Context: an optimization exercise on an open-source flow, tuned for small area, a short achievable clock period and few clock cycles. The choices shown serve that exercise and are no tape-out recipe.
Function was not checked in any run shown here: the RTL went through the layout flow alone.
The flow treats the clock pin as an ideal source, which a real chip does not have.
No activity file was given, so power comes from the tool's default toggle rates.

## design/flow/flow/run.sh

```bash
#!/bin/bash
set -euo pipefail
ARGS="BUFFER_PORTS_ARGS=-buffer_cell sky130_fd_sc_hd__buf_1"
R=orfs/results/sky130hd/mul_accel_top/base
bash standard.sh "$ARGS" cts > flow_make_cts.log 2>&1
SKEW_DB=$R/4_cts.odb SKEW_SDC=$R/4_cts.sdc SKEW_OUT=$R/4_cts.odb \
  SKEW_DLY=sky130_fd_sc_hd__clkdlybuf4s18_1 SKEW_DRV=sky130_fd_sc_hd__clkbuf_16 \
  openroad -no_init -exit flow/skew.tcl > skew.log 2>&1
bash standard.sh "$ARGS" finish > flow_make_finish.log 2>&1
```

## design/flow/flow/skew.tcl

```tcl
# Useful skew for the multiplier: delay the clock of the result register c_q, where the
# multiplier's register-to-register paths end. Each group of c_q flip-flops on one clock
# leaf net gets its own delay buffer between the leaf net and their clock pins.
read_liberty $::env(FLOW_HOME)/platforms/sky130hd/lib/sky130_fd_sc_hd__tt_025C_1v80.lib
read_db $::env(SKEW_DB)
read_sdc $::env(SKEW_SDC)
set_propagated_clock [all_clocks]
source $::env(FLOW_HOME)/platforms/sky130hd/setRC.tcl
estimate_parasitics -placement
puts "before:"
report_checks -path_delay max -to [get_pins -hierarchical c_q*/D] -format end
report_checks -path_delay max -from [get_pins -hierarchical c_q*/CLK] -format end
set block [ord::get_db_block]
set dly_master [[ord::get_db] findMaster $::env(SKEW_DLY)]
set drv_master [[ord::get_db] findMaster $::env(SKEW_DRV)]
array set groups {}
foreach inst [$block getInsts] {
  if {[regexp {^c_q\\\[} [$inst getName]]} {
    set net [[$inst findITerm CLK] getNet]
    lappend groups([$net getName]) $inst
  }
}
set k 0
foreach netname [lsort [array names groups]] {
  set net [$block findNet $netname]
  # delay cell, then a clock buffer that drives the flip-flops with a sharp edge
  set dly [odb::dbInst_create $block $dly_master skew_dly_$k]
  set mid [odb::dbNet_create $block skew_mid_$k]
  $mid setSigType CLOCK
  set buf [odb::dbInst_create $block $drv_master skew_buf_$k]
  set nn [odb::dbNet_create $block skew_net_$k]
  $nn setSigType CLOCK
  [$dly findITerm A] connect $net
  [$dly findITerm X] connect $mid
  [$buf findITerm A] connect $mid
  [$buf findITerm X] connect $nn
  set sx 0; set sy 0; set c 0
  foreach inst $groups($netname) {
    set it [$inst findITerm CLK]
    $it disconnect
    $it connect $nn
    set bb [$inst getBBox]
    set sx [expr {$sx + [$bb xMin]}]; set sy [expr {$sy + [$bb yMin]}]; incr c
  }
  $buf setLocation [expr {$sx / $c}] [expr {$sy / $c}]
  $buf setPlacementStatus PLACED
  $dly setLocation [expr {$sx / $c}] [expr {$sy / $c}]
  $dly setPlacementStatus PLACED
  puts "skew_buf_$k on $netname drives $c flip-flops"
  incr k
}
global_connect
detailed_placement
check_placement -verbose
estimate_parasitics -placement
puts "after:"
report_checks -path_delay max -to [get_pins -hierarchical c_q*/D] -format end
report_checks -path_delay max -from [get_pins -hierarchical c_q*/CLK] -format end
report_checks -path_delay min -to [get_pins -hierarchical c_q*/D] -format end
report_check_types -max_slew -max_capacitance
foreach p [get_pins -hierarchical c_q*/CLK] { report_slews $p }
write_db $::env(SKEW_OUT)
```

## design/flow/standard.sh

```bash
#!/bin/bash
# synth_recipe.tcl (not shown) runs the flow's synth.tcl, then flattens the netlist and writes it again
# the make line also repeats each setting of config.mk as NAME=value (left out here)
make -C /OpenROAD-flow-scripts/flow DESIGN_CONFIG=/design/flow/config.mk WORK_HOME=/design/flow/orfs CLKGATE_MAP_FILE= SYNTH_SCRIPT=/design/flow/synth_recipe.tcl "${@:-finish}"
```

## design/flow/config.mk

```make
export PLATFORM = sky130hd
export DESIGN_NAME = mul_accel_top
export DESIGN_NICKNAME = mul_accel_top
export VERILOG_FILES = /design/flow/design.v
export SDC_FILE = /design/flow/constraint.sdc
export NUM_CORES = 4
export LEC_CHECK = 0
export CAP_MARGIN = 20
export CORE_MARGIN = 8
export CORE_UTILIZATION = 60
export CTS_BUF_LIST = sky130_fd_sc_hd__clkbuf_16
export CTS_CLUSTER_DIAMETER = 100
export CTS_CLUSTER_SIZE = 20
export PLACE_DENSITY = 0.75
export SETUP_SLACK_MARGIN = 4
export SLEW_MARGIN = 20
```

## design/flow/constraint.sdc

```tcl
create_clock -name core_clock -period 8.0 [get_ports {clk_i}]
set_input_delay 1.6000 -clock core_clock [delete_from_list [all_inputs] [get_ports {clk_i}]]
set_output_delay 1.6000 -clock core_clock [all_outputs]
set_load 0.01 [all_outputs]
```

## design/flow/design.v

```verilog
package mul_accel_pkg;
  typedef logic [31:0] word_t;
  typedef logic [31:0] addr_t;
  typedef logic [15:0] operand_t;
  typedef logic [3:0]  shift_t;
  typedef enum logic [2:0] {IDLE, RD_A, WT_A, RD_B, WT_B, FEED, DRAIN, WR_C} stream_state_e;
  localparam addr_t CsrShift  = 32'd0;
  localparam addr_t CsrCommit = 32'd1;
  localparam addr_t CsrCount  = 32'd2;
  localparam addr_t CsrBaseA  = 32'd0;
  localparam addr_t CsrBaseB  = 32'd1;
  localparam addr_t CsrBaseC  = 32'd2;
  localparam addr_t CsrLength = 32'd3;
  localparam addr_t CsrStart  = 32'd4;
  localparam addr_t CsrStatus = 32'd5;
endpackage
module mul_step (
  input  logic [15:0] a,
  input  logic [17:0] t,
  input  logic [2:0]  sel1,
  input  logic [2:0]  sel2,
  input  logic [2:0]  sel3,
  input  logic [2:0]  sel4,
  input  logic [1:0]  neg,
  input  logic [15:0] addend,
  output logic [23:0] msum
);
  logic w1, w2, w3, w4, w5, w6, w7, w8, w9, w10, w11, w12, w13, w14, w15, w16, w17, w18, w19, w20, w21, w22, w23, w24, w25, w26, w27, w28, w29, w30, w31, w32, w33, w34, w35, w36, w37, w38, w39, w40, w41, w42, w43, w44, w45, w46, w47, w48, w49, w50, w51, w52, w53, w54, w55, w56, w57, w58, w59, w60, w61, w62, w63, w64, w65, w66, w67, w68, w69, w70, w71, w72, w73, w74, w75, w76, w77, w78, w79, w80, w81, w82, w83, w84, w85, w86, w87, w88, w89, w90, w91, w92, w93, w94, w95, w96, w97, w98, w99, w100, w101, w102, w103, w104, w105, w106, w107, w108, w109, w110, w111, w112, w113, w114, w115, w116, w117, w118, w119, w120, w121, w122, w123, w124, w125, w126, w127, w128, w129, w130, w131, w132, w133, w134, w135, w136, w137, w138, w139, w140, w141, w142, w143, w144;
  logic [23:0] ra, rb;
  assign w1 = ((sel1[0] & a[0]) | (sel3[0] & t[0])) ^ neg[0];
  assign w2 = ((sel1[0] & a[1]) | (sel2[0] & a[0]) | (sel3[0] & t[1])) ^ neg[0];
  assign w3 = ((sel1[0] & a[2]) | (sel2[0] & a[1]) | (sel3[0] & t[2]) | (sel4[0] & a[0])) ^ neg[0];
  assign w4 = ((sel1[0] & a[3]) | (sel2[0] & a[2]) | (sel3[0] & t[3]) | (sel4[0] & a[1])) ^ neg[0];
  assign w5 = ((sel1[0] & a[4]) | (sel2[0] & a[3]) | (sel3[0] & t[4]) | (sel4[0] & a[2])) ^ neg[0];
  assign w6 = ((sel1[0] & a[5]) | (sel2[0] & a[4]) | (sel3[0] & t[5]) | (sel4[0] & a[3])) ^ neg[0];
  assign w7 = ((sel1[0] & a[6]) | (sel2[0] & a[5]) | (sel3[0] & t[6]) | (sel4[0] & a[4])) ^ neg[0];
  assign w8 = ((sel1[0] & a[7]) | (sel2[0] & a[6]) | (sel3[0] & t[7]) | (sel4[0] & a[5])) ^ neg[0];
  assign w9 = ((sel1[0] & a[8]) | (sel2[0] & a[7]) | (sel3[0] & t[8]) | (sel4[0] & a[6])) ^ neg[0];
  assign w10 = ((sel1[0] & a[9]) | (sel2[0] & a[8]) | (sel3[0] & t[9]) | (sel4[0] & a[7])) ^ neg[0];
  assign w11 = ((sel1[0] & a[10]) | (sel2[0] & a[9]) | (sel3[0] & t[10]) | (sel4[0] & a[8])) ^ neg[0];
  assign w12 = ((sel1[0] & a[11]) | (sel2[0] & a[10]) | (sel3[0] & t[11]) | (sel4[0] & a[9])) ^ neg[0];
  assign w13 = ((sel1[0] & a[12]) | (sel2[0] & a[11]) | (sel3[0] & t[12]) | (sel4[0] & a[10])) ^ neg[0];
  assign w14 = ((sel1[0] & a[13]) | (sel2[0] & a[12]) | (sel3[0] & t[13]) | (sel4[0] & a[11])) ^ neg[0];
  assign w15 = ((sel1[0] & a[14]) | (sel2[0] & a[13]) | (sel3[0] & t[14]) | (sel4[0] & a[12])) ^ neg[0];
  assign w16 = ((sel1[0] & a[15]) | (sel2[0] & a[14]) | (sel3[0] & t[15]) | (sel4[0] & a[13])) ^ neg[0];
  assign w17 = ((sel2[0] & a[15]) | (sel3[0] & t[16]) | (sel4[0] & a[14])) ^ neg[0];
  assign w18 = ((sel3[0] & t[17]) | (sel4[0] & a[15])) ^ neg[0];
  assign w19 = ((sel1[1] & a[0]) | (sel3[1] & t[0])) ^ neg[1];
  assign w20 = ((sel1[1] & a[1]) | (sel2[1] & a[0]) | (sel3[1] & t[1])) ^ neg[1];
  assign w21 = ((sel1[1] & a[2]) | (sel2[1] & a[1]) | (sel3[1] & t[2]) | (sel4[1] & a[0])) ^ neg[1];
  assign w22 = ((sel1[1] & a[3]) | (sel2[1] & a[2]) | (sel3[1] & t[3]) | (sel4[1] & a[1])) ^ neg[1];
  assign w23 = ((sel1[1] & a[4]) | (sel2[1] & a[3]) | (sel3[1] & t[4]) | (sel4[1] & a[2])) ^ neg[1];
  assign w24 = ((sel1[1] & a[5]) | (sel2[1] & a[4]) | (sel3[1] & t[5]) | (sel4[1] & a[3])) ^ neg[1];
  assign w25 = ((sel1[1] & a[6]) | (sel2[1] & a[5]) | (sel3[1] & t[6]) | (sel4[1] & a[4])) ^ neg[1];
  assign w26 = ((sel1[1] & a[7]) | (sel2[1] & a[6]) | (sel3[1] & t[7]) | (sel4[1] & a[5])) ^ neg[1];
  assign w27 = ((sel1[1] & a[8]) | (sel2[1] & a[7]) | (sel3[1] & t[8]) | (sel4[1] & a[6])) ^ neg[1];
  assign w28 = ((sel1[1] & a[9]) | (sel2[1] & a[8]) | (sel3[1] & t[9]) | (sel4[1] & a[7])) ^ neg[1];
  assign w29 = ((sel1[1] & a[10]) | (sel2[1] & a[9]) | (sel3[1] & t[10]) | (sel4[1] & a[8])) ^ neg[1];
  assign w30 = ((sel1[1] & a[11]) | (sel2[1] & a[10]) | (sel3[1] & t[11]) | (sel4[1] & a[9])) ^ neg[1];
  assign w31 = ((sel1[1] & a[12]) | (sel2[1] & a[11]) | (sel3[1] & t[12]) | (sel4[1] & a[10])) ^ neg[1];
  assign w32 = ((sel1[1] & a[13]) | (sel2[1] & a[12]) | (sel3[1] & t[13]) | (sel4[1] & a[11])) ^ neg[1];
  assign w33 = ((sel1[1] & a[14]) | (sel2[1] & a[13]) | (sel3[1] & t[14]) | (sel4[1] & a[12])) ^ neg[1];
  assign w34 = ((sel1[1] & a[15]) | (sel2[1] & a[14]) | (sel3[1] & t[15]) | (sel4[1] & a[13])) ^ neg[1];
  assign w35 = ((sel2[1] & a[15]) | (sel3[1] & t[16]) | (sel4[1] & a[14])) ^ neg[1];
  assign w36 = ((sel3[1] & t[17]) | (sel4[1] & a[15])) ^ neg[1];
  assign w37 = (sel1[2] & a[0]) | (sel3[2] & t[0]);
  assign w38 = (sel1[2] & a[1]) | (sel2[2] & a[0]) | (sel3[2] & t[1]);
  assign w39 = (sel1[2] & a[2]) | (sel2[2] & a[1]) | (sel3[2] & t[2]) | (sel4[2] & a[0]);
  assign w40 = (sel1[2] & a[3]) | (sel2[2] & a[2]) | (sel3[2] & t[3]) | (sel4[2] & a[1]);
  assign w41 = (sel1[2] & a[4]) | (sel2[2] & a[3]) | (sel3[2] & t[4]) | (sel4[2] & a[2]);
  assign w42 = (sel1[2] & a[5]) | (sel2[2] & a[4]) | (sel3[2] & t[5]) | (sel4[2] & a[3]);
  assign w43 = (sel1[2] & a[6]) | (sel2[2] & a[5]) | (sel3[2] & t[6]) | (sel4[2] & a[4]);
  assign w44 = (sel1[2] & a[7]) | (sel2[2] & a[6]) | (sel3[2] & t[7]) | (sel4[2] & a[5]);
  assign w45 = (sel1[2] & a[8]) | (sel2[2] & a[7]) | (sel3[2] & t[8]) | (sel4[2] & a[6]);
  assign w46 = (sel1[2] & a[9]) | (sel2[2] & a[8]) | (sel3[2] & t[9]) | (sel4[2] & a[7]);
  assign w47 = (sel1[2] & a[10]) | (sel2[2] & a[9]) | (sel3[2] & t[10]) | (sel4[2] & a[8]);
  assign w48 = (sel1[2] & a[11]) | (sel2[2] & a[10]) | (sel3[2] & t[11]) | (sel4[2] & a[9]);
  assign w49 = (sel1[2] & a[12]) | (sel2[2] & a[11]) | (sel3[2] & t[12]) | (sel4[2] & a[10]);
  assign w50 = (sel1[2] & a[13]) | (sel2[2] & a[12]) | (sel3[2] & t[13]) | (sel4[2] & a[11]);
  assign w51 = (sel1[2] & a[14]) | (sel2[2] & a[13]) | (sel3[2] & t[14]) | (sel4[2] & a[12]);
  assign w52 = (sel1[2] & a[15]) | (sel2[2] & a[14]) | (sel3[2] & t[15]) | (sel4[2] & a[13]);
  assign w53 = (sel2[2] & a[15]) | (sel3[2] & t[16]) | (sel4[2] & a[14]);
  assign w54 = (sel3[2] & t[17]) | (sel4[2] & a[15]);
  assign w55 = w4 ^ w19;
  assign w56 = w4 & w19;
  assign w57 = w5 ^ w20;
  assign w58 = w5 & w20;
  assign w59 = w6 ^ w21;
  assign w60 = w6 & w21;
  assign w61 = w7 ^ w22 ^ w37;
  assign w62 = (w7 & w22) | (w7 & w37) | (w22 & w37);
  assign w63 = w8 ^ w23 ^ w38;
  assign w64 = (w8 & w23) | (w8 & w38) | (w23 & w38);
  assign w65 = w9 ^ w24 ^ w39;
  assign w66 = (w9 & w24) | (w9 & w39) | (w24 & w39);
  assign w67 = w10 ^ w25 ^ w40;
  assign w68 = (w10 & w25) | (w10 & w40) | (w25 & w40);
  assign w69 = w11 ^ w26 ^ w41;
  assign w70 = (w11 & w26) | (w11 & w41) | (w26 & w41);
  assign w71 = w12 ^ w27 ^ w42;
  assign w72 = (w12 & w27) | (w12 & w42) | (w27 & w42);
  assign w73 = w13 ^ w28 ^ w43;
  assign w74 = (w13 & w28) | (w13 & w43) | (w28 & w43);
  assign w75 = w14 ^ w29 ^ w44;
  assign w76 = (w14 & w29) | (w14 & w44) | (w29 & w44);
  assign w77 = w15 ^ w30 ^ w45;
  assign w78 = (w15 & w30) | (w15 & w45) | (w30 & w45);
  assign w79 = w16 ^ w31 ^ w46;
  assign w80 = (w16 & w31) | (w16 & w46) | (w31 & w46);
  assign w81 = w17 ^ w32;
  assign w82 = w17 & w32;
  assign w83 = w18 ^ w33;
  assign w84 = w18 & w33;
  assign w85 = neg[0] ^ w34;
  assign w86 = neg[0] & w34;
  assign w87 = neg[0] ^ w35;
  assign w88 = neg[0] & w35;
  assign w89 = neg[0] ^ w36;
  assign w90 = neg[0] & w36;
  assign w91 = neg[0] ^ neg[1];
  assign w92 = neg[0] & neg[1];
  assign w93 = neg[0] ^ neg[1];
  assign w94 = neg[0] & neg[1];
  assign w95 = neg[0] ^ neg[1];
  assign w96 = neg[0] & neg[1];
  assign w97 = w1 ^ neg[0];
  assign w98 = w1 & neg[0];
  assign w99 = w2 ^ addend[1];
  assign w100 = w2 & addend[1];
  assign w101 = w3 ^ addend[2];
  assign w102 = w3 & addend[2];
  assign w103 = w55 ^ neg[1] ^ addend[3];
  assign w104 = (w55 & neg[1]) | (w55 & addend[3]) | (neg[1] & addend[3]);
  assign w105 = w56 ^ w57 ^ addend[4];
  assign w106 = (w56 & w57) | (w56 & addend[4]) | (w57 & addend[4]);
  assign w107 = w58 ^ w59 ^ addend[5];
  assign w108 = (w58 & w59) | (w58 & addend[5]) | (w59 & addend[5]);
  assign w109 = w60 ^ w61 ^ addend[6];
  assign w110 = (w60 & w61) | (w60 & addend[6]) | (w61 & addend[6]);
  assign w111 = w62 ^ w63 ^ addend[7];
  assign w112 = (w62 & w63) | (w62 & addend[7]) | (w63 & addend[7]);
  assign w113 = w64 ^ w65 ^ addend[8];
  assign w114 = (w64 & w65) | (w64 & addend[8]) | (w65 & addend[8]);
  assign w115 = w66 ^ w67 ^ addend[9];
  assign w116 = (w66 & w67) | (w66 & addend[9]) | (w67 & addend[9]);
  assign w117 = w68 ^ w69 ^ addend[10];
  assign w118 = (w68 & w69) | (w68 & addend[10]) | (w69 & addend[10]);
  assign w119 = w70 ^ w71 ^ addend[11];
  assign w120 = (w70 & w71) | (w70 & addend[11]) | (w71 & addend[11]);
  assign w121 = w72 ^ w73 ^ addend[12];
  assign w122 = (w72 & w73) | (w72 & addend[12]) | (w73 & addend[12]);
  assign w123 = w74 ^ w75 ^ addend[13];
  assign w124 = (w74 & w75) | (w74 & addend[13]) | (w75 & addend[13]);
  assign w125 = w76 ^ w77 ^ addend[14];
  assign w126 = (w76 & w77) | (w76 & addend[14]) | (w77 & addend[14]);
  assign w127 = w78 ^ w79 ^ addend[15];
  assign w128 = (w78 & w79) | (w78 & addend[15]) | (w79 & addend[15]);
  assign w129 = w80 ^ w81 ^ w47;
  assign w130 = (w80 & w81) | (w80 & w47) | (w81 & w47);
  assign w131 = w82 ^ w83 ^ w48;
  assign w132 = (w82 & w83) | (w82 & w48) | (w83 & w48);
  assign w133 = w84 ^ w85 ^ w49;
  assign w134 = (w84 & w85) | (w84 & w49) | (w85 & w49);
  assign w135 = w86 ^ w87 ^ w50;
  assign w136 = (w86 & w87) | (w86 & w50) | (w87 & w50);
  assign w137 = w88 ^ w89 ^ w51;
  assign w138 = (w88 & w89) | (w88 & w51) | (w89 & w51);
  assign w139 = w90 ^ w91 ^ w52;
  assign w140 = (w90 & w91) | (w90 & w52) | (w91 & w52);
  assign w141 = w92 ^ w93 ^ w53;
  assign w142 = (w92 & w93) | (w92 & w53) | (w93 & w53);
  assign w143 = w94 ^ w95 ^ w54;
  assign w144 = (w94 & w95) | (w94 & w54) | (w95 & w54);
  assign ra = {w142, w140, w138, w136, w134, w132, w130, w128, w126, w124, w122, w120, w118, w116, w114, w112, w110, w108, w106, w104, w102, w100, w98, w97};
  assign rb = {w143, w141, w139, w137, w135, w133, w131, w129, w127, w125, w123, w121, w119, w117, w115, w113, w111, w109, w107, w105, w103, w101, w99, addend[0]};
  assign msum = ra + rb;
endmodule
module mul_accel_top #(
  parameter int unsigned StreamerCsrNum = 6
) (
  input  logic  clk_i,
  input  logic  rst_n_i,
  input  mul_accel_pkg::addr_t csr_req_addr_i,
  input  mul_accel_pkg::word_t csr_req_data_i,
  input  logic  csr_req_write_i,
  input  logic  csr_req_valid_i,
  output logic  csr_req_ready_o,
  output mul_accel_pkg::word_t csr_rsp_data_o,
  output logic  csr_rsp_valid_o,
  input  logic  csr_rsp_ready_i,
  output mul_accel_pkg::addr_t tcdm_addr_o,
  output mul_accel_pkg::word_t tcdm_wdata_o,
  output logic  tcdm_write_o,
  output logic  tcdm_req_o,
  input  logic  tcdm_gnt_i,
  input  mul_accel_pkg::word_t tcdm_rdata_i,
  input  logic  tcdm_rvalid_i
);
  logic [31:0] base_a_q, base_b_q, base_c_q, len_q, count_q;
  logic [3:0]  shift_q;
  logic [3:0]  shl_q, shh_q;
  logic        rsp_valid_q;
  logic [6:0]  rsel_q;
  logic        st_a_q, st_b_q, st_c_q, st_t_q;
  logic        first_q, last_q;
  logic [31:0] idx_q;
  logic [31:0] addr_q;
  logic        ga_q, ga2_q, gb_q, s1_q, s2_q, cv_q;
  logic [15:0] a_q;
  logic [31:0] c_q;
  logic busy;
  assign busy = st_a_q | st_b_q | st_c_q | st_t_q;
  logic       req_fire, wr, hi_zero;
  logic [3:0] a4;
  logic       start;
  assign req_fire = csr_req_valid_i & ~rsp_valid_q;
  assign wr       = req_fire & csr_req_write_i;
  assign hi_zero  = csr_req_addr_i[31:4] == '0;
  assign a4       = csr_req_addr_i[3:0];
  assign start    = wr & hi_zero & (a4 == 4'd4) & ~busy & vl_q & (len_q != '0);
  logic [6:0] rsel_d;
  logic       rd;
  assign rd = ~csr_req_write_i & hi_zero;
  assign rsel_d = {rd & (a4 == 4'd5) & busy, rd & (a4 == 4'd6), rd & (a4 == 4'd8),
                   rd & (a4 == 4'd3), rd & (a4 == 4'd2), rd & (a4 == 4'd1), rd & (a4 == 4'd0)};
  always_ff @(posedge clk_i or negedge rst_n_i) begin
    if (!rst_n_i) begin
      rsp_valid_q <= 1'b0;
    end else if (req_fire) begin
      rsp_valid_q <= 1'b1;
    end else if (csr_rsp_ready_i) begin
      rsp_valid_q <= 1'b0;
    end
  end
  always_ff @(posedge clk_i or negedge rst_n_i) begin
    if (!rst_n_i) begin
      cpend_q <= 1'b0;
    end else if (req_fire) begin
      cpend_q <= rsel_d[4];
    end else if (csr_rsp_ready_i) begin
      cpend_q <= 1'b0;
    end
  end
  always_ff @(posedge clk_i or negedge rst_n_i) begin
    if (!rst_n_i) rsel_q <= '0;
    else if (req_fire) rsel_q <= rsel_d;
  end
  assign csr_rsp_data_o = ({32{rsel_q[0]}} & base_a_q) | ({32{rsel_q[1]}} & base_b_q) |
                          ({32{rsel_q[2]}} & base_c_q) | ({32{rsel_q[3]}} & len_q) |
                          ({32{rsel_q[4]}} & count_q) | ({32{rsel_q[5]}} & {28'd0, shift_q}) |
                          {31'd0, rsel_q[6]};
  assign csr_req_ready_o = ~rsp_valid_q;
  assign csr_rsp_valid_o = rsp_valid_q;
  logic        va_q, vb_q, vc_q, vl_q;
  logic [31:0] wdata_z;
  logic        wr_ok, wr_a, wr_b, wr_c, wr_l;
  assign wr_ok   = wr & hi_zero & ~busy;
  assign wr_a    = wr_ok & (a4 == 4'd0);
  assign wr_b    = wr_ok & (a4 == 4'd1);
  assign wr_c    = wr_ok & (a4 == 4'd2);
  assign wr_l    = wr_ok & (a4 == 4'd3);
  assign wdata_z = csr_req_data_i & {32{wr}};
  always_ff @(posedge clk_i) begin
    if (wr_a || (!va_q && !wr)) base_a_q <= wdata_z;
    if (wr_b || (!vb_q && !wr)) base_b_q <= wdata_z;
    if (wr_c || (!vc_q && !wr)) base_c_q <= wdata_z;
    if (wr_l || (!vl_q && !wr)) len_q    <= wdata_z;
  end
  always_ff @(posedge clk_i or negedge rst_n_i) begin
    if (!rst_n_i) begin
      va_q <= 1'b0;
      vb_q <= 1'b0;
      vc_q <= 1'b0;
      vl_q <= 1'b0;
    end else begin
      if (wr_a || !wr) va_q <= 1'b1;
      if (wr_b || !wr) vb_q <= 1'b1;
      if (wr_c || !wr) vc_q <= 1'b1;
      if (wr_l || !wr) vl_q <= 1'b1;
    end
  end
  always_ff @(posedge clk_i or negedge rst_n_i) begin
    if (!rst_n_i) begin
      shift_q  <= '0;
      shl_q    <= 4'b0001;
      shh_q    <= 4'b0001;
    end else begin
      if (wr && hi_zero && !busy) begin
        if (a4 == 4'd7) begin
          shl_q <= 4'b0001 << shift_q[1:0];
          shh_q <= 4'b0001 << shift_q[3:2];
        end
      end
      if (wr && hi_zero && a4 == 4'd6) shift_q <= csr_req_data_i[3:0];
    end
  end
  logic gnt_a, gnt_b, gnt_c, adv_c, done;
  assign gnt_a = st_a_q & tcdm_gnt_i;
  assign gnt_b = st_b_q & tcdm_gnt_i;
  assign gnt_c = req_c & tcdm_gnt_i;
  assign adv_c = st_c_q & (first_q | gnt_c);
  assign done  = st_t_q & gnt_c;
  logic cnt_pend, cnt_hold, creq_q, dfr_q, req_c, cpend_q;
  assign cnt_pend = cpend_q;
  assign cnt_hold = cnt_pend | dfr_q;
  assign req_c    = (st_c_q | st_t_q) & cv_q & (creq_q | ~cnt_hold);
  always_ff @(posedge clk_i or negedge rst_n_i) begin
    if (!rst_n_i) begin
      count_q <= '0;
      creq_q  <= 1'b0;
      dfr_q   <= 1'b0;
    end else begin
      creq_q <= req_c & ~tcdm_gnt_i;
      if (!cnt_pend && (gnt_c || dfr_q)) begin
        count_q <= count_q + 32'd1;
        dfr_q   <= 1'b0;
      end else if (gnt_c) begin
        dfr_q   <= 1'b1;
      end
    end
  end
  function automatic logic sum_eq(input logic [31:0] x, input logic [31:0] y, input logic [31:0] k);
    logic ok;
    logic c;
    ok = 1'b1;
    c  = 1'b0;
    for (int i = 0; i < 32; i++) begin
      ok = ok & ((x[i] ^ y[i] ^ k[i]) == c);
      c  = (x[i] & y[i]) | ((x[i] ^ y[i]) & ~k[i]);
    end
    sum_eq = ok;
  endfunction
  logic [31:0] nbase;
  logic        ncin;
  logic [32:0] nsum;
  logic ta_q, tc_q, last_d;
  assign last_d = sum_eq(idx_q, 32'd2, len_q);
  assign nbase  = ({32{ta_q}} & base_a_q) | ({32{st_a_q}} & base_b_q) | ({32{tc_q}} & base_c_q);
  assign ncin   = ta_q | st_a_q;
  always_ff @(posedge clk_i or negedge rst_n_i) begin
    if (!rst_n_i) begin
      ta_q <= 1'b1;
      tc_q <= 1'b0;
    end else begin
      if (start | gnt_a | adv_c) ta_q <= 1'b0;
      if (start | adv_c) tc_q <= 1'b0;
      if (gnt_a) tc_q <= 1'b1;
      if (gnt_b) begin
        ta_q <= ~last_d;
        tc_q <= last_d;
      end
      if (done) begin
        ta_q <= 1'b1;
        tc_q <= 1'b0;
      end
    end
  end
  assign nsum = {nbase, ncin} + {idx_q, 1'b1};
  always_ff @(posedge clk_i or negedge rst_n_i) begin
    if (!rst_n_i) begin
      st_a_q  <= 1'b0;
      st_b_q  <= 1'b0;
      st_c_q  <= 1'b0;
      st_t_q  <= 1'b0;
      first_q <= 1'b0;
      last_q  <= 1'b0;
      ga_q    <= 1'b0;
      ga2_q   <= 1'b0;
      gb_q    <= 1'b0;
      s1_q    <= 1'b0;
      s2_q    <= 1'b0;
      cv_q    <= 1'b0;
    end else begin
      ga_q <= gnt_a;
      ga2_q <= ga_q;
      gb_q <= gnt_b;
      if (start) begin
        st_a_q  <= 1'b1;
        first_q <= 1'b1;
      end
      if (gnt_a) begin
        st_a_q <= 1'b0;
        st_b_q <= 1'b1;
      end
      if (gnt_b) begin
        st_b_q <= 1'b0;
        st_c_q <= 1'b1;
        last_q <= last_d;
      end
      if (adv_c) begin
        st_c_q  <= 1'b0;
        first_q <= 1'b0;
        if (last_q) st_t_q <= 1'b1;
        else        st_a_q <= 1'b1;
      end
      if (done) begin
        st_t_q <= 1'b0;
      end
      if (gb_q) s1_q <= 1'b1;
      else if (!cv_q) s1_q <= 1'b0;
      s2_q <= s1_q & ~cv_q;
      if (s2_q) cv_q <= 1'b1;
      else if (gnt_c) cv_q <= 1'b0;
    end
  end
  always_ff @(posedge clk_i) begin
    if (!busy) idx_q <= '1;
    else if (gnt_b) idx_q <= idx_q + 32'd1;
  end
  always_ff @(posedge clk_i) begin
    if (start | gnt_a | gnt_b | adv_c) addr_q <= nsum[32:1];
  end
  assign tcdm_req_o   = st_a_q | st_b_q | req_c;
  assign tcdm_write_o = st_c_q | st_t_q;
  assign tcdm_addr_o  = addr_q;
  logic        s1_fire;
  logic [7:0]  bhi_q;
  logic [17:0] t_q;
  logic [2:0]  sel1_q, sel2_q, sel3_q, sel4_q;
  logic [1:0]  neg_q;
  logic [7:0]  nbyte;
  logic [15:0] addend;
  logic [23:0] msum;
  assign s1_fire = s1_q & ~cv_q;
  assign nbyte   = gb_q ? tcdm_rdata_i[7:0] : bhi_q;
  assign addend  = s2_q ? c_q[31:16] : 16'd0;
  mul_step i_mul_step (
    .a      ( a_q    ),
    .t      ( t_q    ),
    .sel1   ( sel1_q ),
    .sel2   ( sel2_q ),
    .sel3   ( sel3_q ),
    .sel4   ( sel4_q ),
    .neg    ( neg_q  ),
    .addend ( addend ),
    .msum   ( msum   )
  );
  logic [2:0] sel1_d, sel2_d, sel3_d, sel4_d;
  logic [1:0] neg_d;
  logic       ld_enc;
  always_comb begin
    for (int i = 0; i < 3; i++) begin
      logic x0, x1, x2, x3;
      logic [2:0] sum, mag;
      x0 = (i == 0) ? 1'b0 : nbyte[3*i-1];
      x1 = nbyte[3*i];
      x2 = nbyte[3*i+1];
      x3 = (i == 2) ? 1'b0 : nbyte[3*i+2];
      sum = {1'b0, x2, 1'b0} + {2'b00, x1} + {2'b00, x0};
      mag = x3 ? 3'd4 - sum : sum;
      sel1_d[i] = mag == 3'd1;
      sel2_d[i] = mag == 3'd2;
      sel3_d[i] = mag == 3'd3;
      sel4_d[i] = mag == 3'd4;
      if (i < 2) neg_d[i] = x3;
    end
  end
  assign ld_enc = gb_q | s1_fire;
  always_ff @(posedge clk_i or negedge rst_n_i) begin
    if (!rst_n_i) begin
      a_q    <= '0;
      t_q    <= '0;
      sel1_q <= '0;
      sel2_q <= '0;
      sel3_q <= '0;
      sel4_q <= '0;
      neg_q  <= '0;
    end else begin
    if (ga_q) a_q <= tcdm_rdata_i[15:0];
    if (ga2_q) t_q <= {2'b00, a_q} + {1'b0, a_q, 1'b0};
    if (ld_enc) begin
      sel1_q <= sel1_d;
      sel2_q <= sel2_d;
      sel3_q <= sel3_d;
      sel4_q <= sel4_d;
      neg_q  <= neg_d;
    end
    end
  end
  always_ff @(posedge clk_i) begin
    if (gb_q) bhi_q <= tcdm_rdata_i[15:8];
    if (s1_fire | s2_q) c_q[31:8] <= msum;
    if (s2_q) c_q[7:0] <= c_q[15:8];
  end
  logic [31:0] shl_c;
  always_comb begin
    for (int i = 0; i < 32; i++) begin
      shl_c[i] = 1'b0;
      tcdm_wdata_o[i] = 1'b0;
    end
    for (int i = 0; i < 32; i++)
      for (int k = 0; k < 4; k++)
        if (i + k < 32) shl_c[i] = shl_c[i] | (shl_q[k] & c_q[i+k]);
    for (int i = 0; i < 32; i++)
      for (int k = 0; k < 4; k++)
        if (i + 4 * k < 32) tcdm_wdata_o[i] = tcdm_wdata_o[i] | (shh_q[k] & shl_c[i+4*k]);
  end
endmodule
```

==> out/metrics.yaml, run 1 <==
cts.hold.buffers_added: 0
hpwl_mm: 43.2
yosys-mux-area-fraction: 0.0223
h-tree-depth: 1
fin_cells: 2708
synthTopCellsByArea: "edfxtp_1 28%, dfrtp_1 14%, ha_1 7.1%"
power_density_nw_per_um2: 133
finalSetupTns_ns: 0
synth_edf_count: 200
synth_top_family_by_area: "compound AO/OA/AOI/OAI gates"
core_area_um2: 35700
final_common_cell: "nand2_1"
synth_warnings: 1
path_cells: "buf_4, a22oi_1, nand2_2, a22oi_1, nand2_1, buf_1"
place_inst: 2615
initial_core_util: 0.610
slew_headroom: 0.362
regToRegEndpoint: "c_q[28]"
multi_input_area_um2: 11500
hold_start: "rsel_q[4]"
p_leak_nw: 10.0
rows: 69
die_h_um: 206
synth_ff_type: "edfxtp_1"
crit_path_top_delay_cell: "edfxtp_1"
hold_viol: 0
routed-via-count: 17600
worst_ep_required_time_ns: 6.40
area_growth_pct: 11.7
syn-cell-area_um2: 21800
grt_max_degree: 74
fin_nets: 2489
synth_fp_nets: 2335
crit_path_start_kind: "register"
synth_compound_area_frac: 0.192
worst_pin_slew_ns: 0.957
antenna-diode-count: 0
synthAdderAreaFrac: 0.100
fmaxAchievable_mhz: 256
clk_latency_ns: 0.92
seq_area_frac_synth: 0.445
cap_violations: 0
drc_errors: 0
viasPerCell: 6.49
synth_top_area_frac: 0.276
drtIter0Drc: 2150
antenna_found_initial: 0
clock-skew-final_ns: 0.398
min_to: "rsel_q[4]"
cp_top_family: "flip-flops"
hold-path-cell-count: 2
ant_nets: 0
path_common_cell: "a22oi_1"
grt_usage: 0.276
post-route-period-util: 0.489
synth_cells: 2078
n_fill_cell: 2735
gr-total-overflow: 0
fin_crit_ns: 3.91
outcome: "timing/DRC/antenna clean"
grt_pass1_vias: 16900
path_class: "register to output pin"
peakVddDrop_uv: 170
die_w_um: 206
wl_mm: 60.4
cp-end-kind: "output pin"
arrival_ns: 2.31
root_buffer: "clkbuf_16"
io_pins: 203
reg2reg_depth: 16
dp_slack_ns: 3.26
grt_pass1_wl_mm: 93.4
floorplan.die_area_um2: 42600
critPathMaxFanout: 4
setup_viol: 0
cts_buffer_depth: 3
r2r_start: "sel3_q[1]"
regArea_um2: 9720
firstDrtPassIters: 8
rsz0062_at_grt: "yes"
synth-async-reset-ratio: 0.343
cts.sinks: 353
yosysTopAreaCell: "edfxtp_1"
cts_tree: "built"
synth-simple-area-share: 0.121
cpPeakStageDelay_ns: 0.48
hp-class: "register to register"
synth_seq_cells: 353
cts_buffers: 22
netlist-cell-type-count: 90
drive_above_1_share: 0.117
crit_buf_inv: 2
r2r_slack_ns: 4.10
synth_xor_area_frac: 0.0733
slew_violations: 0
place_congestion: 0.912
clkTransAtPathRegs_ns: 0.09
io_buffers: 185
setup_ws_ns: 4.09
final_cell_mix: "215 x nand2_1, 200 x edfxtp_1, 184 x buf_1"
wl_per_cell_um: 22.3
syn_avg_cell_area_um2: 10.5
## Yosys cell counts (13+ instances only)
library cell,n
xor2_1,52
a21o_1,23
a222oi_1,70
nor3_1,16
mux2_2,36
xnor2_1,130
o21ai_0,62
fa_1,31
a221oi_1,37
ha_1,123
a21oi_1,59
nor2_1,72
nand4_1,16
and3_1,25
and2_1,40
dfrtp_1,118
nand2_1,222
dfxtp_1,32
inv_1,139
edfxtp_1,200
a22oi_1,155
nand2b_1,13
clkbuf_1,115
nand3_1,56
a22o_1,47
nor4_1,20
## power by group
group	total (mW)	switching, mW	internal [mW]
clock network	1.26	0.640	0.621
registers	1.91	0.000478	1.91
logic	0.0558	0.0400	0.0159
total	3.23	0.680	2.55
## timing repair
item,CTS,global route
pin swaps,12,16
endpoints found under the setup margin,14,74
setup buffers,31,15
gates resized for setup,47,38
## how the worst max path moves through the flow
stage	from	end	slack, ns	cells past startpoint
4_1_cts	sel3_q[1]	c_q[29]	3.79	16
3_3_place_gp	neg_q[0]	c_q[30]	3.37	14
3_5_place_dp	neg_q[0]	c_q[30]	3.26	14
6_report	c_q[22]	tcdm_wdata_o[15]	4.09	6
5_1_grt	sel3_q[1]	c_q[30]	3.94	16
2_1_floorplan	sel3_q[0]	c_q[30]	3.95	18
## registers in the layout, indices dropped and copies added, names as in the netlist, 2 cells and up
name / flops
addr_q: 32
base_a_q: 32
base_b_q: 32
base_c_q: 32
c_q: 32
count_q: 32
idx_q: 32
len_q: 32
t_q: 18
a_q: 16
bhi_q: 8
rsel_q: 7
shh_q: 4
shift_q: 4
shl_q: 4
sel1_q: 3
sel2_q: 3
sel3_q: 3
sel4_q: 3
neg_q: 2
## per-layer routing
layer	global-route usage	vias to the layer above	wire length (um)	part of all wire
met3	0.0639	88	6740	0.11
met2	0.410	942	26000	0.43
met1	0.403	8478	26300	0.44
met5	0	-	0	0
met4	0.0653	0	1290	0.021
li1	-	8067	-	-
## worst min-delay path: cells and delay by family (launching register included)
family / cells / cell delay [ns]
AND/OR/NAND/NOR: 2 / 0.11
flip-flops: 1 / 0.35
## cell families after synthesis
kind of cell | Yosys count
buffers and inverters | 266
muxes | 44
AOI/OAI and AO/OA | 544
and+or+nand+nor | 533
xor gates and xnor gates | 182
DFF | 353
adders and majority gates | 156
## layout make-up
cell class | instances | area share
inverter | 140 | 0.0219
clock buffer | 22 | 0.0227
tap | 461 | 0.0237
timing repair buffer | 248 | 0.0493
sequential | 353 | 0.400
multi-input combinational | 1459 | 0.473
buffer | 8 | 0.00577
clock inverter | 17 | 0.00412
## stage by stage
stage               hold slack [ns]   util  area (um^2)  power [mW]
floorplan                     0.352      -        22000        1.97
global placement              0.456  0.640        22800        2.01
detailed placement            0.469  0.640        22800        2.01
CTS                           0.488  0.670        23900        3.12
global route                  0.522  0.682        24300        3.33
finish                        0.488  0.682        24300        3.23
==> run 2: changes to the inputs <==
--- a/design/flow/design.v
+++ b/design/flow/design.v
@@ -14,6 +14,33 @@
   localparam addr_t CsrStart  = 32'd4;
   localparam addr_t CsrStatus = 32'd5;
 endpackage
+module add32_bk (
+  input  logic [31:0] a,
+  input  logic [31:0] b,
+  output logic [31:0] s
+);
+  logic [31:0] g, p;
+  always_comb begin
+    logic [31:0] gg, pp;
+    gg = a & b;
+    pp = a ^ b;
+    for (int l = 0; l < 5; l++)
+      for (int i = 0; i < 32; i++)
+        if ((i % (2 << l)) == (2 << l) - 1) begin
+          gg[i] = gg[i] | (pp[i] & gg[i - (1 << l)]);
+          pp[i] = pp[i] & pp[i - (1 << l)];
+        end
+    for (int l = 3; l >= 0; l--)
+      for (int i = 0; i < 32; i++)
+        if (i >= 3 * (1 << l) - 1 && ((i - (3 * (1 << l) - 1)) % (2 << l)) == 0) begin
+          gg[i] = gg[i] | (pp[i] & gg[i - (1 << l)]);
+          pp[i] = pp[i] & pp[i - (1 << l)];
+        end
+    g = gg;
+    p = a ^ b;
+  end
+  assign s = p ^ {g[30:0], 1'b0};
+endmodule
 module mul_step (
   input  logic [15:0] a,
   input  logic [17:0] t,
@@ -233,15 +260,6 @@
     end
   end
   always_ff @(posedge clk_i or negedge rst_n_i) begin
-    if (!rst_n_i) begin
-      cpend_q <= 1'b0;
-    end else if (req_fire) begin
-      cpend_q <= rsel_d[4];
-    end else if (csr_rsp_ready_i) begin
-      cpend_q <= 1'b0;
-    end
-  end
-  always_ff @(posedge clk_i or negedge rst_n_i) begin
     if (!rst_n_i) rsel_q <= '0;
     else if (req_fire) rsel_q <= rsel_d;
   end
@@ -300,24 +318,17 @@
   assign gnt_c = req_c & tcdm_gnt_i;
   assign adv_c = st_c_q & (first_q | gnt_c);
   assign done  = st_t_q & gnt_c;
-  logic cnt_pend, cnt_hold, creq_q, dfr_q, req_c, cpend_q;
-  assign cnt_pend = cpend_q;
-  assign cnt_hold = cnt_pend | dfr_q;
-  assign req_c    = (st_c_q | st_t_q) & cv_q & (creq_q | ~cnt_hold);
+  logic        req_c;
+  logic [31:0] count_sum;
+  assign req_c = (st_c_q | st_t_q) & cv_q;
+  add32_bk i_count_add (
+    .a ( count_q   ),
+    .b ( len_q     ),
+    .s ( count_sum )
+  );
   always_ff @(posedge clk_i or negedge rst_n_i) begin
-    if (!rst_n_i) begin
-      count_q <= '0;
-      creq_q  <= 1'b0;
-      dfr_q   <= 1'b0;
-    end else begin
-      creq_q <= req_c & ~tcdm_gnt_i;
-      if (!cnt_pend && (gnt_c || dfr_q)) begin
-        count_q <= count_q + 32'd1;
-        dfr_q   <= 1'b0;
-      end else if (gnt_c) begin
-        dfr_q   <= 1'b1;
-      end
-    end
+    if (!rst_n_i) count_q <= '0;
+    else if (start) count_q <= count_sum;
   end
   function automatic logic sum_eq(input logic [31:0] x, input logic [31:0] y, input logic [31:0] k);
     logic ok;
--- a/design/flow/config.mk
+++ b/design/flow/config.mk
@@ -7,10 +7,10 @@
 export LEC_CHECK = 0
 export CAP_MARGIN = 20
 export CORE_MARGIN = 8
-export CORE_UTILIZATION = 60
+export CORE_UTILIZATION = 40
 export CTS_BUF_LIST = sky130_fd_sc_hd__clkbuf_16
 export CTS_CLUSTER_DIAMETER = 100
 export CTS_CLUSTER_SIZE = 20
-export PLACE_DENSITY = 0.75
+export PLACE_DENSITY = 0.6
 export SETUP_SLACK_MARGIN = 4
 export SLEW_MARGIN = 20
==> run 2 against run 1 <==
Effect of this change: total power is 3.0% higher; critical path depth is 7 higher; critical path type is now register to register; clock skew is 0.026 ns higher; combinational power is 6.1% higher; synthesized area is 3.5% higher; wire length is 10% higher; critical endpoint is now addr_q[29]; worst setup slack worse by 0.13 ns; core utilization is 22 points lower.
==> out/metrics.yaml, run 2 <==
ant_nets: 0
switching_share: 0.220
cts_tree: "built"
wl_per_cell_um: 21.5
synth_top_area_frac: 0.267
cts_buffers: 23
floorplan.die_area_um2: 64100
crit_path_top_delay_cell: "a222oi_1"
finalSetupTns_ns: 0
grt_usage: 0.199
hpwl_mm: 46.4
path_class: "register to register"
synth_fp_nets: 2463
slew_violations: 0
synth_cells: 2162
grt_max_degree: 70
p_int_mw: 2.60
grt_pass1_vias: 17900
hold_viol: 0
cp-end-kind: "register"
viasPerCell: 5.87
hold-worst-slack_ns: 0.482
core_area_um2: 56100
dp_slack_ns: 2.82
cts.sinks: 350
fin_nets: 2630
drtIter0Drc: 1839
syn-cell-area_um2: 22500
critPathMaxFanout: 13
combPwrFrac: 0.018
hp-class: "register to register"
rsz0062_at_grt: "yes"
crit_path_start_kind: "register"
gr-total-overflow: 0
antenna-diode-count: 0
drc_errors: 0
place_congestion: 0.864
routed-via-count: 18200
yosysTopAreaCell: "edfxtp_1"
synth_ff_type: "edfxtp_1"
fmaxAchievable_mhz: 248
die_w_um: 253
wl_mm: 66.6
root_buffer: "clkbuf_16"
ys_top_cells_by_count: "206 x nand2_1, 200 x edfxtp_1, 155 x a22oi_1, 151 x ha_1, 144 x inv_1"
final_cell_mix: "200 x edfxtp_1, 192 x nand2_1, 183 x buf_1"
peakVddDrop_uv: 155
fin_crit_ns: 4.04
clkTransAtPathRegs_ns: 0.09
seq_power_share: 0.571
initial_core_util: 0.402
clock-skew-final_ns: 0.423
synth_seq_cells: 350
arrival_ns: 4.37
worst_pin_slew_ns: 1.02
cpPeakStageDelay_ns: 0.75
synth-async-reset-ratio: 0.337
rows: 87
antenna_found_initial: 0
drive_above_1_share: 0.128
die_h_um: 253
worst_ep_required_time_ns: 8.34
path_cells: "buf_12, a222oi_1, inv_1, ha_4, and3_4, a221o_1, a221o_1, o21ai_2, nand3b_1, o31a_1, o21ai_2, o21ai_1, and3_1"
clock_power_share: 0.411
final_common_cell: "edfxtp_1"
outcome: "timing/DRC/antenna clean"
io_buffers: 185
seq_area_frac_synth: 0.426
setup_ws_ns: 3.96
setup_viol: 0
p_leak_nw: 10.7
netlist-cell-type-count: 77
area_growth_pct: 15.4
synth_edf_count: 200
cts_buffer_depth: 3
power_density_nw_per_um2: 128
synthTopCellsByArea: "edfxtp_1 27%, dfrtp_1 13%, ha_1 8.4%"
firstDrtPassIters: 8
syn_avg_cell_area_um2: 10.4
cap_violations: 0
h-tree-depth: 1
io_pins: 203
slew_headroom: 0.321
post-route-period-util: 0.504
yosysMostFrequentCell: "nand2_1"
grt_pass1_wl_mm: 102
finalPower_mw: 3.33
clk_latency_ns: 0.96
power_switching_uw: 731
synth_warnings: 2
## run 2: per-stage QoR
step                cells  area, um^2   util
floorplan            2162       22800      -
global placement     2989       24000  0.428
detailed placement   2989       24000  0.428
CTS                  3060       25200  0.449
global route         3102       26000  0.463
finish               3102       26000  0.463
## run 2: cell families after synthesis
group / Yosys count / share of synthesized area
mux: 60 / 0.0296
compound gates: 583 / 0.195
simple gates: 531 / 0.113
xor+xnor: 163 / 0.0634
buf+inv: 275 / 0.0464
flops: 350 / 0.426
fa+ha+maj: 200 / 0.127
## run 2: power groups by stage
stage               combinational [mW]  clock, mW  sequential (mW)
finish                          0.0592       1.37             1.90
global route                    0.0660       1.46             1.90
CTS                             0.0601       1.26             1.90
detailed placement              0.0600          0             1.94
global placement                0.0578          0             1.94
floorplan                       0.0170          0             1.94
## run 2: what timing repair did
action,in CTS,in global routing
hold buffers,0,0
pin swaps,22,40
endpoints found under the hold margin,0,0
setup endpoints to repair,32,67
gates resized for setup,60,74
buffers inserted,28,31
cloned,1,3
## run 2: metal layers
layer | up-vias | track usage | part of all wire
li1 | 8417 | - | -
met1 | 8936 | 0.285 | 0.45
met2 | 750 | 0.306 | 0.44
met3 | 91 | 0.0407 | 0.093
met4 | 0 | 0.0460 | 0.021
met5 | - | 0 | 0
## run 2: area by class of cell
| class | instances | area [um^2] |
|---|---|---|
| Fill cell | 5164 | 30100 |
| Multi-Input combinational cell | 1537 | 12500 |
| Sequential cell | 350 | 9650 |
| Timing Repair Buffer | 264 | 1450 |
| Tap cell | 756 | 946 |
| Clock buffer | 23 | 576 |
| Inverter | 145 | 552 |
| Clock inverter | 19 | 141 |
| Buffer | 8 | 140 |
## run 2: final timing paths
check | from | slack, ns | cells after the start | to
hold reg to reg | s1_q | 0.48 | 1 | s1_q
min in group asynchronous | rst_n_i | 1.10 | 1 | a_q[10]
setup / recovery | tc_q | 3.96 | 13 | addr_q[29]
hold / removal | s1_q | 0.48 | 1 | s1_q
max in group asynchronous | rst_n_i | 5.33 | 2 | st_a_q
setup reg to reg | tc_q | 3.96 | 13 | addr_q[29]
## run 2: critical path: cells and delay by family, from the launching register on
| family | cells | cell delay [ns] |
|---|---|---|
| and+or+nand+nor | 3 | 0.49 |
| DFF | 1 | 0.43 |
| AOI/OAI and AO/OA | 7 | 2.23 |
| adders and majority gates | 1 | 0.27 |
| buffers and inverters | 2 | 0.37 |
==> run 3: changes to the inputs <==
--- a/design/flow/config.mk
+++ b/design/flow/config.mk
@@ -12,5 +12,5 @@
 export CTS_CLUSTER_DIAMETER = 100
 export CTS_CLUSTER_SIZE = 20
 export PLACE_DENSITY = 0.6
-export SETUP_SLACK_MARGIN = 4
+export SETUP_SLACK_MARGIN = 3.8
 export SLEW_MARGIN = 20
==> run 3 against run 2 <==
Effect of this change: worst setup slack got worse by 0.014 ns; hold slack got worse by 0.051 ns; largest power group unchanged; flip-flop and latch count did not move; critical endpoint unchanged; clock power fell by 7%; total power fell by 2.8%; synthesized area did not move; non-clock buffer count fell by 29; clock skew fell by 0.028 ns.
==> out/metrics.yaml, run 3 <==
root_buffer: "clkbuf_16"
antenna-diode-count: 0
synth-simple-area-share: 0.113
synthAdderAreaFrac: 0.127
initial_core_util: 0.402
grt_pass1_wl_mm: 101
path_class: "register to register"
synth_fp_nets: 2463
fin_nets: 2600
ant_nets: 0
viasPerCell: 5.82
crit_path_start: "st_a_q"
cap_violations: 0
setup_ws_ns: 3.95
netlist-cell-type-count: 77
synth_compound_area_frac: 0.195
critPathMaxFanout: 6
wl_mm: 64.9
fmaxAchievable_mhz: 247
syn-cell-area_um2: 22500
die_h_um: 253
area_growth_pct: 12.2
yosysTopAreaCell: "edfxtp_1"
grt_max_degree: 77
finalPower_mw: 3.23
syn_avg_cell_area_um2: 10.4
slew_violations: 0
synth-async-reset-ratio: 0.337
rsz0062_at_grt: "yes"
antenna_found_initial: 0
routed-via-count: 17900
r2r_start: "st_a_q"
final_cell_mix: "206 x nand2_1, 200 x edfxtp_1, 184 x buf_1"
drc_errors: 0
r2r_slack_ns: 3.95
synth_cells: 2162
crit_path_start_kind: "register"
clkTransAtPathRegs_ns: 0.08
cp-end-kind: "register"
grt_pass1_vias: 17500
synth_ff_type: "edfxtp_1"
yosysMostFrequentCell: "nand2_1"
reg2reg_depth: 12
io_buffers: 185
drive_above_1_share: 0.0873
p_leak_nw: 10.4
power_density_nw_per_um2: 128
cp-endpoint: "addr_q[29]"
outcome: "timing/DRC/antenna clean"
setup_viol: 0
worst_ep_required_time_ns: 8.32
peakVddDrop_uv: 141
cts_buffers: 22
seq_area_frac_synth: 0.426
wl_per_cell_um: 21.1
n_fill_cell: 5283
synth_top_family_by_area: "compound AO/OA/AOI/OAI gates"
dp_slack_ns: 2.89
yosys-mux-area-fraction: 0.0296
cts_tree: "built"
clock-skew-final_ns: 0.395
io_pins: 203
regArea_um2: 9640
final_common_cell: "nand2_1"
firstDrtPassIters: 9
hpwl_mm: 46.6
synth_edf_count: 200
fin_crit_ns: 4.05
drtIter0Drc: 1979
die_w_um: 253
regToRegEndpoint: "addr_q[29]"
cts.sinks: 350
post-route-period-util: 0.506
ys_top_cells_by_count: "206 x nand2_1, 200 x edfxtp_1, 155 x a22oi_1, 151 x ha_1, 144 x inv_1"
hold_viol: 0
worst_pin_slew_ns: 1.02
gr-total-overflow: 0
synthTopCellsByArea: "edfxtp_1 27%, dfrtp_1 13%, ha_1 8.4%"
h-tree-depth: 1
synth_xor_area_frac: 0.0634
finalSetupTns_ns: 0
slew_headroom: 0.321
rows: 87
synth_top_area_frac: 0.267
synth_warnings: 2
core_area_um2: 56100
cts.hold.buffers_added: 0
multi_input_area_um2: 12200
floorplan.die_area_um2: 64100
grt_usage: 0.197
hp-class: "register to register"
cts_buffer_depth: 3
place_congestion: 0.863
arrival_ns: 4.37
clk_latency_ns: 0.95
synth_seq_cells: 350
-- run 3: cell types whose count changed in the layout (fill, tap and decap cells not counted), sizes merged --
cell           before  now
inv               159  157
bufinv              1    0
clkdlybuf4s18       4    3
buf               258  236
clkbuf             32   27
clkinv              2    3
bufbuf              1    0
-- run 3: power breakdown --
group          total, mW  switching [mW]  internal (mW)
Clock               1.28           0.664          0.614
Combinational     0.0576          0.0413         0.0163
Sequential          1.90        0.000378           1.90
Total               3.23           0.706           2.53
-- run 3: per-stage QoR --
step	area, um^2	utilization	hold WS [ns]	std cells
after floorplan	22700	-	0.352	2162
after detailed placement	23900	0.427	0.461	2987
final	25300	0.451	0.431	3071
after global routing	25300	0.451	0.427	3071
after CTS	25000	0.446	0.480	3055
after global placement	23900	0.427	0.454	2987
-- run 3: repair_timing --
item / 4_1_cts / 5_1_grt
pin swaps: 23 / 14
setup buffers: 28 / 9
setup endpoints to repair: 17 / 5
gates resized for setup: 45 / 7
endpoints found under the hold margin: 0 / 0
-- run 3: final cells by class --
| class | count | share of cell area |
|---|---|---|
| Buffer | 6 | 0.00416 |
| Sequential cell | 350 | 0.382 |
| Clock inverter | 17 | 0.00401 |
| Tap cell | 756 | 0.0374 |
| Clock buffer | 23 | 0.0228 |
| Inverter | 145 | 0.0218 |
| Timing Repair Buffer | 237 | 0.0450 |
| Multi-Input combinational cell | 1537 | 0.483 |
-- run 3: metal layers --
metal	part of all wire	wire, um	track usage	up-vias
met4	0.014	910	0.0330	0
li1	-	-	-	8347
met5	0	0	0	-
met2	0.44	28700	0.303	685
met1	0.46	30100	0.292	8786
met3	0.081	5240	0.0311	65
-- run 3: logic make-up after synthesis --
logic type,count (synthesis)
XOR/XNOR,163
AO/OA/AOI/OAI,583
flip-flops,350
buffers and inverters,275
AND/OR/NAND/NOR,531
adder cells (fa/ha/maj),200
multiplexers,60
-- run 3: worst max-delay path: stages (launching register included) --
cell and delay (ns):
dfrtp_4 0.54, a222oi_1 0.81, inv_1 0.14, ha_1 0.38, a21o_1 0.18, a221o_1 0.30, a221o_1 0.37, o21ai_2 0.18
nand3b_1 0.12, o31a_1 0.34, o21ai_2 0.16, o21ai_1 0.09, and3_4 0.20
-- run 3: worst min-delay path by stage --
stage	depth (start not counted)	start	endpoint	slack, ns
after detailed placement	1	s1_q	s1_q	0.46
after floorplan	0	ga_q	ga2_q	0.35
after CTS	1	s1_q	s1_q	0.48
after global placement	1	s1_q	s1_q	0.45
final	1	s2_q	c_q[6]	0.43
after global routing	1	s2_q	c_q[6]	0.43
==> run 4: changes to the inputs <==
--- a/design/flow/config.mk
+++ b/design/flow/config.mk
@@ -7,10 +7,10 @@
 export LEC_CHECK = 0
 export CAP_MARGIN = 20
 export CORE_MARGIN = 8
-export CORE_UTILIZATION = 40
+export CORE_UTILIZATION = 60
 export CTS_BUF_LIST = sky130_fd_sc_hd__clkbuf_16
 export CTS_CLUSTER_DIAMETER = 100
 export CTS_CLUSTER_SIZE = 20
-export PLACE_DENSITY = 0.6
+export PLACE_DENSITY = 0.75
 export SETUP_SLACK_MARGIN = 3.8
 export SLEW_MARGIN = 20
==> run 4 against run 3 <==
Effect of this change: flip-flop and latch count unchanged; clock skew fell by 0.012 ns; combinational power fell by 1%; synthesized area did not move; critical endpoint unchanged; highest routed layer is now met5.
==> out/metrics.yaml, run 4 <==
core_area_um2: 37300
drive_above_1_share: 0.0812
wl_per_cell_um: 22.3
finalSetupTns_ns: 0
post-route-period-util: 0.504
finalPower_mw: 3.14
worst_ep_required_time_ns: 8.30
yosysTopAreaCell: "edfxtp_1"
reg2reg_depth: 13
power_density_nw_per_um2: 127
syn_avg_cell_area_um2: 10.4
setup_viol: 0
gr-total-overflow: 0
setup_ws_ns: 3.97
regToRegEndpoint: "addr_q[29]"
cpPeakStageDelay_ns: 0.44
multi_input_area_um2: 12200
grt_pass1_wl_mm: 96.7
syn-cell-area_um2: 22500
drtIter0Drc: 2370
cp-end-kind: "register"
viasPerCell: 6.52
fmaxAchievable_mhz: 248
worst_pin_slew_ns: 0.976
slew_violations: 0
hpwl_mm: 43.9
clock-skew-final_ns: 0.383
p_leak_nw: 10.4
r2r_start: "st_a_q"
synthAdderAreaFrac: 0.127
die_w_um: 210
regArea_um2: 9630
netlist-cell-type-count: 77
cts.hold.buffers_added: 0
area_growth_pct: 9.84
h-tree-depth: 1
synth_edf_count: 200
grt_util_met3: 0.0656
seq_area_frac_synth: 0.426
fin_crit_ns: 4.03
busiest_layer: "met1"
synth_xor_area_frac: 0.0634
final_cell_mix: "205 x nand2_1, 200 x edfxtp_1, 184 x buf_1"
outcome: "timing/DRC/antenna clean"
path_class: "register to register"
clk_latency_ns: 0.91
critPathMaxFanout: 35
io_pins: 203
synth_top_area_frac: 0.267
gr-usage-met1: 0.413
synth_warnings: 2
floorplan.die_area_um2: 44000
root_buffer: "clkbuf_16"
arrival_ns: 4.33
place_congestion: 0.883
rsz0062_at_grt: "yes"
cts_buffers: 21
dp_slack_ns: 3.08
ant_nets: 0
synth-async-reset-ratio: 0.337
peakVddDrop_uv: 135
grt_usage: 0.273
synth-simple-area-share: 0.113
cts_buffer_depth: 3
wl_mm: 61.9
drc_errors: 0
clkTransAtPathRegs_ns: 0.09
fin_nets: 2589
ys_top_cells_by_count: "206 x nand2_1, 200 x edfxtp_1, 155 x a22oi_1, 151 x ha_1, 144 x inv_1"
cts.sinks: 350
grt_pass1_vias: 17300
cp-endpoint: "addr_q[29]"
firstDrtPassIters: 9
r2r_slack_ns: 3.97
slew_headroom: 0.350
cts_tree: "built"
crit_path_top_delay_cell: "dfrtp_1"
rows: 71
met2_usage: 0.388
antenna_found_initial: 5
synth_compound_area_frac: 0.195
io_buffers: 185
cap_violations: 0
n_fill_cell: 2910
synth_top_family_by_area: "compound AO/OA/AOI/OAI gates"
final_common_cell: "nand2_1"
hold_viol: 0
path_cells: "buf_6, a222oi_1, inv_1, ha_1, a21o_1, a221o_1, a221o_1, o21ai_2, nand3b_1, o31a_1, o21ai_2, o21ai_1, and3_1"
synth_fp_nets: 2463
grt_max_degree: 72
routed-via-count: 18100
crit_path_start_kind: "register"
yosysMostFrequentCell: "nand2_1"
synthTopCellsByArea: "edfxtp_1 27%, dfrtp_1 13%, ha_1 8.4%"
die_h_um: 210
synth_seq_cells: 350
synth_ff_type: "edfxtp_1"
initial_core_util: 0.604
crit_path_start: "st_a_q"
synth_cells: 2162
hp-class: "register to register"
yosys-mux-area-fraction: 0.0296
==> run 4: cell counts after synthesis <==
No cell type changed its count.
==> run 4: critical path, delay by kind of cell (launching register included) <==
family / cells / cell delay, ns
buffers and inverters: 2 / 0.46
adder cells (fa/ha/maj): 1 / 0.39
AO/OA/AOI/OAI: 8 / 2.12
flip-flops: 1 / 0.44
AND/OR/NAND/NOR: 2 / 0.35
==> run 4: area by class of cell <==
class / instances / share of cell area
Multi-Input combinational cell: 1537 / 0.492
Sequential cell: 350 / 0.389
Timing Repair Buffer: 227 / 0.0431
Tap cell: 474 / 0.0240
Inverter: 145 / 0.0223
Clock buffer: 21 / 0.0212
Buffer: 6 / 0.00425
Clock inverter: 17 / 0.00304
Antenna cell: 4 / 0.000405
==> run 4: power breakdown <==
| part | internal [mW] | leakage [nW] | switching (mW) |
|---|---|---|---|
| Sequential | 1.90 | 3.47 | 0.000490 |
| Combinational | 0.0163 | 6.50 | 0.0406 |
| Clock | 0.564 | 0.392 | 0.624 |
==> run 4: cell families after synthesis <==
| group | after synthesis |
|---|---|
| fa+ha+maj | 200 |
| flops | 350 |
| mux | 60 |
| buf+inv | 275 |
| compound gates | 583 |
| simple gates | 531 |
| xor+xnor | 163 |
==> run 4: metal layers <==
metal  vias up  wire (um)  part of all wire
met4         2       1480             0.024
met2       940      25700              0.42
met3       105       6850              0.11
met5         -         12           0.00019
met1      8733      27900              0.45
li1       8358          -                 -
==> run 4: worst min-delay path by stage <==
stage / cells after the start / start / to / slack, ns
floorplan: 0 / ga_q / ga2_q / 0.35
global placement: 1 / s1_q / s1_q / 0.45
detailed placement: 1 / count_q[31] / count_q[31] / 0.47
CTS: 1 / count_q[31] / count_q[31] / 0.49
global route: 1 / last_q / st_a_q / 0.50
finish: 1 / count_q[31] / count_q[31] / 0.48
==> run 4: repair_timing <==
| action | 4_1_cts | 5_1_grt |
|---|---|---|
| resized for setup | 44 | 3 |
| buffers inserted | 22 | 2 |
| endpoints found under the setup margin | 13 | 4 |
| pin swaps | 18 | 3 |
| endpoints found under the hold margin | 0 | 0 |
==> run 4: per-stage QoR <==
step / hold WS [ns] / util / instance area [um^2] / cells
finish: 0.484 / 0.663 / 24700 / 2781
global route: 0.501 / 0.663 / 24700 / 2780
CTS: 0.486 / 0.659 / 24600 / 2769
global placement: 0.453 / 0.633 / 23600 / 2709
floorplan: 0.352 / - / 22700 / 2162
detailed placement: 0.470 / 0.633 / 23600 / 2709

what the ideal ports hide:
The results above use ideal ports. As a check the final layouts listed here were re-extracted and re-timed, cells and wires unchanged.
Step 1, drivers: a clkbuf_16 drives clk_i and a buf_2 each remaining input, both assumed.
Step 2, shift: input delay + t, output delay - t, t = (earliest + latest rising clock arrival at the registers) / 2. This alone moves slack from input paths to output paths.
a / b / c = ideal ports / drivers / drivers and shift; a / b = the first two.
run | t, ns | setup WS [ns] | hold WS [ns] | latest minus earliest clock arrival (ns) | worst slew at a driven data input, ns | pins driven straight from the clock port
run 1 | 0.776 | 4.092 / 4.036 / 3.543 | 0.488 / 0.488 / 0.488 | 0.398 / 0.398 | 0.06 | 1
run 2 | 0.800 | 3.965 / 3.912 / 3.542 | 0.482 / 0.482 / 0.482 | 0.441 / 0.441 | 0.09 | 1
run 3 | 0.794 | 3.950 / 3.909 / 3.584 | 0.431 / 0.431 / 0.431 | 0.429 / 0.428 | 0.08 | 1
run 4 | 0.756 | 3.966 / 3.966 / 3.350 | 0.484 / 0.484 / 0.484 | 0.416 / 0.416 | 0.10 | 1
In every run listed the clock reaches the registers at very different times; t lies between them, and the last value is a rough guide only. For run 4, which loses most, drivers alone change the setup slack by 0.000 ns; drivers and shift together by -0.616 ns.
